This is an optimization exercise on Yosys and OpenROAD, whose aim is small area, a short achievable clock period and few clock cycles per item, not a production implementation. At most, simulation tests tie the RTL to the original design; equivalence was not proved. Power is estimated from default activity; no workload was simulated.

Setup of before:
==> flow/design.v <==
package instr_mem_pkg;
  typedef enum logic {
    CLEAR = 1'b0,
    RUN   = 1'b1
  } state_t;
  localparam int FAULT_W        = 2;
  localparam int FAULT_MISALIGN = 0;
  localparam int FAULT_RANGE    = 1;
endpackage
module instr_mem_array #(
  parameter int XLEN   = 32,
  parameter int DEPTH  = 64,
  parameter int GROUPS = 2
) (
  input  logic                   i_clk,
  input  logic [DEPTH-1:0]       i_we_row,
  input  logic [XLEN-1:0]        i_wdata,
  input  logic [DEPTH-1:0]       i_rsel,
  output logic [GROUPS*XLEN-1:0] o_rdata    
);
  localparam int ROWS = DEPTH / GROUPS;
  logic [XLEN-1:0] r_mem [DEPTH];
  always_ff @(posedge i_clk) begin
    for (int i = 0; i < DEPTH; i++) begin
      if (i_we_row[i]) begin
        r_mem[i] <= i_wdata;
      end
    end
  end
  always_comb begin
    for (int g = 0; g < GROUPS; g++) begin
      o_rdata[g*XLEN +: XLEN] = '0;
      for (int i = 0; i < ROWS; i++) begin
        o_rdata[g*XLEN +: XLEN] = o_rdata[g*XLEN +: XLEN]
                                | (r_mem[g*ROWS + i] & {XLEN{i_rsel[g*ROWS + i]}});
      end
    end
  end
endmodule
module instr_mem_ctrl #(
  parameter int XLEN   = 32,
  parameter int DEPTH  = 64,
  parameter int ADDR_W = 32,
  localparam int IDX_W = $clog2(DEPTH)
) (
  input  logic               i_clk,
  input  logic               i_rst,
  input  logic               i_clear,
  output logic               o_busy,
  input  logic               i_req_valid,
  output logic               o_req_ready,
  input  logic [ADDR_W-1:0]  i_req_addr,
  output logic               o_rsp_valid,
  input  logic               i_rsp_ready,
  output logic [XLEN-1:0]    o_rsp_instr,
  output logic [instr_mem_pkg::FAULT_W-1:0] o_rsp_fault,
  input  logic               i_wr_en,
  input  logic [ADDR_W-1:0]  i_wr_addr,
  input  logic [XLEN-1:0]    i_wr_data
);
  localparam int RSP_W  = XLEN + instr_mem_pkg::FAULT_W;
  localparam int FN     = 4;           
  localparam int GROUPS = 2;           
  logic                 r_busy;
  logic                 r_run;
  logic                 r_ready;       
  logic                 r_stall;       
  logic [FN-1:0]        r_inflight;    
  logic [DEPTH-1:0]     r_we_row;
  logic [XLEN-1:0]      r_wdata;
  logic                 r_sel_valid;
  logic [DEPTH-1:0]     r_rsel;
  logic [instr_mem_pkg::FAULT_W-1:0] r_sel_fault;
  logic                 r_rd_valid;
  logic [instr_mem_pkg::FAULT_W-1:0] r_rd_fault;
  logic [GROUPS*XLEN-1:0] r_rd;
  logic                 r_out_valid;
  logic                 r_out_empty;
  logic [RSP_W-1:0]     r_out;
  logic [RSP_W-1:0]     r_fifo [FN];
  logic [1:0]           r_head;
  logic [1:0]           r_tail;
  logic [FN-1:1]        r_fifo_cnt;    
  logic [FN-1:0]        w_fifo_cnt;
  logic                 w_req_misalign;
  logic                 w_req_range;
  logic                 w_wr_range;
  logic                 w_wr_go;
  logic                 w_clear_go;
  logic                 w_start;
  logic                 w_busy_next;
  logic                 w_req_fire;
  logic                 w_rsp_fire;
  logic [1:0]           w_head_next;
  logic [FN-1:0]        w_fifo_left;   
  logic [FN-1:0]        w_fifo_cnt_next;
  logic [FN-1:0]        w_inflight_next;
  logic                 w_unused;
  logic [GROUPS*XLEN-1:0] w_rdata;
  logic [XLEN-1:0]      w_rd_word;
  logic [RSP_W-1:0]     w_rd;
  assign w_req_misalign = |i_req_addr[1:0];
  assign w_req_range    = |i_req_addr[ADDR_W-1:IDX_W+2];
  assign w_wr_range     = |i_wr_addr[ADDR_W-1:IDX_W+2];
  assign w_unused       = ^i_wr_addr[1:0];
  assign w_clear_go  = r_run && i_clear;
  assign w_start     = i_rst || w_clear_go;
  assign w_busy_next = w_start || (!r_run && !r_we_row[DEPTH-1]);
  assign w_wr_go     = i_wr_en && !w_wr_range && r_run && !i_clear && !i_rst;
  always_ff @(posedge i_clk) begin
    r_busy <= w_busy_next;
    r_run  <= !w_busy_next;
    for (int i = 0; i < DEPTH; i++) begin
      r_we_row[i] <= (w_wr_go && (i_wr_addr[IDX_W+1:2] == IDX_W'(i)))
                   || ((i == 0) ? w_start : (!r_run && !i_rst && r_we_row[(i + DEPTH - 1) % DEPTH]));
    end
    r_wdata <= w_busy_next ? '0 : i_wr_data;
  end
  assign w_req_fire = i_req_valid && !r_stall;
  assign w_rsp_fire = !r_out_empty && i_rsp_ready;
  always_ff @(posedge i_clk) begin
    r_sel_valid <= w_req_fire && !w_start;
    r_sel_fault <= {w_req_range, w_req_misalign};
    for (int i = 0; i < DEPTH; i++) begin
      r_rsel[i] <= (i_req_addr[IDX_W+1:2] == IDX_W'(i)) && !w_req_misalign && !w_req_range;
    end
    r_rd_valid <= r_sel_valid && !w_start;
    r_rd_fault <= r_sel_fault;
    r_rd       <= w_rdata;
  end
  instr_mem_array #(
    .XLEN   (XLEN),
    .DEPTH  (DEPTH),
    .GROUPS (GROUPS)
  ) u_array (
    .i_clk    (i_clk),
    .i_we_row (r_we_row),
    .i_wdata  (r_wdata),
    .i_rsel   (r_rsel),
    .o_rdata  (w_rdata)
  );
  always_comb begin
    w_rd_word = '0;
    for (int g = 0; g < GROUPS; g++) begin
      w_rd_word = w_rd_word | r_rd[g*XLEN +: XLEN];
    end
  end
  assign w_rd = {r_rd_fault, w_rd_word};
  assign w_fifo_cnt      = {r_fifo_cnt, !r_out_empty};
  assign w_head_next     = r_head + 2'(w_rsp_fire);
  assign w_fifo_left     = w_rsp_fire ? (w_fifo_cnt >> 1) : w_fifo_cnt;
  assign w_fifo_cnt_next = r_rd_valid ? {w_fifo_left[FN-2:0], 1'b1} : w_fifo_left;
  always_comb begin
    w_inflight_next = r_inflight;
    if (w_req_fire && !w_rsp_fire) w_inflight_next = {r_inflight[FN-2:0], 1'b1};
    if (!w_req_fire && w_rsp_fire) w_inflight_next = r_inflight >> 1;
  end
  always_ff @(posedge i_clk) begin
    if (w_start) begin
      r_out_valid <= 1'b0;
      r_out_empty <= 1'b1;
      r_head      <= '0;
      r_tail      <= '0;
      r_fifo_cnt  <= '0;
      r_inflight  <= '0;
      r_ready     <= 1'b0;
      r_stall     <= 1'b1;
    end else begin
      r_out_valid <= w_fifo_cnt_next[0];
      r_out_empty <= !w_fifo_cnt_next[0];
      r_head      <= w_head_next;
      if (r_rd_valid) r_tail <= r_tail + 1'b1;
      r_fifo_cnt  <= w_fifo_cnt_next[FN-1:1];
      r_inflight  <= w_inflight_next;
      r_ready     <= !w_busy_next && !w_inflight_next[FN-1];
      r_stall     <= w_busy_next || w_inflight_next[FN-1];
    end
  end
  always_ff @(posedge i_clk) begin
    r_out <= w_fifo_left[0] ? r_fifo[w_head_next] : w_rd;
    for (int k = 0; k < FN; k++) begin
      if (r_rd_valid && r_tail == 2'(k)) begin
        r_fifo[k] <= w_rd;
      end
    end
  end
  assign o_busy      = r_busy;
  assign o_req_ready = r_ready;
  assign o_rsp_valid = r_out_valid;
  assign o_rsp_fault = r_out[XLEN +: instr_mem_pkg::FAULT_W];
  assign o_rsp_instr = r_out[XLEN-1:0];
endmodule
clock: 4.0 ns
lec_check: 0
cap_margin: 20
core_margin: 2
core_utilization: 70
cts_cluster_diameter: 100
cts_cluster_size: 30
setup_slack_margin: 2.1
slew_margin: 20
tns_end_percent: 100
run.sh (not shown) runs the stock make flow with config.mk's settings and CLKGATE_MAP_FILE= SYNTH_SCRIPT=/design/flow/synth_recipe.tcl, a recipe that flattens the netlist after the stock synthesis.
diff inputs: before => after
--- a/flow/design.v
+++ b/flow/design.v
@@ -76,11 +76,11 @@
   logic [GROUPS*XLEN-1:0] r_rd;
   logic                 r_out_valid;
   logic                 r_out_empty;
   logic [RSP_W-1:0]     r_out;
   logic [RSP_W-1:0]     r_fifo [FN];
-  logic [1:0]           r_head;
+  logic [FN-1:0]        r_head;        
   logic [1:0]           r_tail;
   logic [FN-1:1]        r_fifo_cnt;    
   logic [FN-1:0]        w_fifo_cnt;
   logic                 w_req_misalign;
   logic                 w_req_range;
@@ -89,18 +89,21 @@
   logic                 w_clear_go;
   logic                 w_start;
   logic                 w_busy_next;
   logic                 w_req_fire;
   logic                 w_rsp_fire;
-  logic [1:0]           w_head_next;
+  logic [FN-1:0]        w_head_next;
   logic [FN-1:0]        w_fifo_left;   
   logic [FN-1:0]        w_fifo_cnt_next;
   logic [FN-1:0]        w_inflight_next;
   logic                 w_unused;
   logic [GROUPS*XLEN-1:0] w_rdata;
   logic [XLEN-1:0]      w_rd_word;
   logic [RSP_W-1:0]     w_rd;
+  logic [FN-1:0]        w_out_sel;     
+  logic                 w_out_fifo;    
+  logic [RSP_W-1:0]     w_out_entry;
   assign w_req_misalign = |i_req_addr[1:0];
   assign w_req_range    = |i_req_addr[ADDR_W-1:IDX_W+2];
   assign w_wr_range     = |i_wr_addr[ADDR_W-1:IDX_W+2];
   assign w_unused       = ^i_wr_addr[1:0];
   assign w_clear_go  = r_run && i_clear;
@@ -145,11 +148,11 @@
       w_rd_word = w_rd_word | r_rd[g*XLEN +: XLEN];
     end
   end
   assign w_rd = {r_rd_fault, w_rd_word};
   assign w_fifo_cnt      = {r_fifo_cnt, !r_out_empty};
-  assign w_head_next     = r_head + 2'(w_rsp_fire);
+  assign w_head_next     = w_rsp_fire ? {r_head[FN-2:0], r_head[FN-1]} : r_head;
   assign w_fifo_left     = w_rsp_fire ? (w_fifo_cnt >> 1) : w_fifo_cnt;
   assign w_fifo_cnt_next = r_rd_valid ? {w_fifo_left[FN-2:0], 1'b1} : w_fifo_left;
   always_comb begin
     w_inflight_next = r_inflight;
     if (w_req_fire && !w_rsp_fire) w_inflight_next = {r_inflight[FN-2:0], 1'b1};
@@ -157,11 +160,11 @@
   end
   always_ff @(posedge i_clk) begin
     if (w_start) begin
       r_out_valid <= 1'b0;
       r_out_empty <= 1'b1;
-      r_head      <= '0;
+      r_head      <= FN'(1);
       r_tail      <= '0;
       r_fifo_cnt  <= '0;
       r_inflight  <= '0;
       r_ready     <= 1'b0;
       r_stall     <= 1'b1;
@@ -174,12 +177,20 @@
       r_inflight  <= w_inflight_next;
       r_ready     <= !w_busy_next && !w_inflight_next[FN-1];
       r_stall     <= w_busy_next || w_inflight_next[FN-1];
     end
   end
-  always_ff @(posedge i_clk) begin
-    r_out <= w_fifo_left[0] ? r_fifo[w_head_next] : w_rd;
+  assign w_out_sel  = i_rsp_ready ? {r_head[FN-2:0], r_head[FN-1]} : r_head;
+  assign w_out_fifo = i_rsp_ready ? w_fifo_cnt[1] : w_fifo_cnt[0];
+  always_comb begin
+    w_out_entry = '0;
+    for (int k = 0; k < FN; k++) begin
+      w_out_entry = w_out_entry | (r_fifo[k] & {RSP_W{w_out_sel[k]}});
+    end
+  end
+  always_ff @(posedge i_clk) begin
+    r_out <= w_out_fifo ? w_out_entry : w_rd;
     for (int k = 0; k < FN; k++) begin
       if (r_rd_valid && r_tail == 2'(k)) begin
         r_fifo[k] <= w_rd;
       end
     end
[summary]
Compared with before, after shows clock tree buffer count of the final layout higher by 2. On final worst setup slack: between before and after, it ends up lower for before. Summary: with before as the reference, placed cell count in after moved up slightly. Delta (after minus before): number of buffers and inverters on the critical path went down 4, global-route usage went up 0.20 points, synthesized area per cell went down 0.45 µm². Between before and after, count of plain and timing-repair buffers in the layout increased. There was hardly any difference in overall power after layout between after and before. Any difference in xor and xnor area share after synthesis between after and before is small enough to ignore. As far as number of sinks on the clock net is concerned, after and before perform about the same. Cmp before and after / initial antenna violation count / higher: after. r_out[11]$_DFF_P_ as the worst setup path endpoint was reported by before, and o_busy by after. Re switching power: before and after aren't equal, and the higher value belongs to before.
Testbench counts of after, summed over its fixed seeds: cycles 24,024, items 24,000.
Function not checked in before: the RTL went through the layout flow alone.

==> re-timing with driven ports <==
How much do the figures lean on ideal ports? The routed layouts below were timed once more, with nothing changed but the port constraints. Step 1 assumes that a clkbuf_16 drives the clock port and a buf_2 every other input. Step 2 times the ports against the registers' clock, not the clock port: input delays grow and output delays shrink by t, the midpoint of the rising clock arrivals with the driver on. Slacks: ideal ports / drivers / drivers and shift; pairs: ideal ports / drivers.
run	t, ns	setup WS [ns]	clock arrival spread, ns	worst slew at a driven data input, ns	cell pins on the clock port's net
before	0.826	1.893 / 1.896 / 1.128	0.047 / 0.047	0.08	1
after	0.806	1.991 / 1.909 / 1.338	0.050 / 0.051	0.24	1
After both steps setup and hold are still met in every run listed. For before, which loses most, drivers alone change the setup slack by +0.003 ns; drivers and shift together by -0.765 ns.
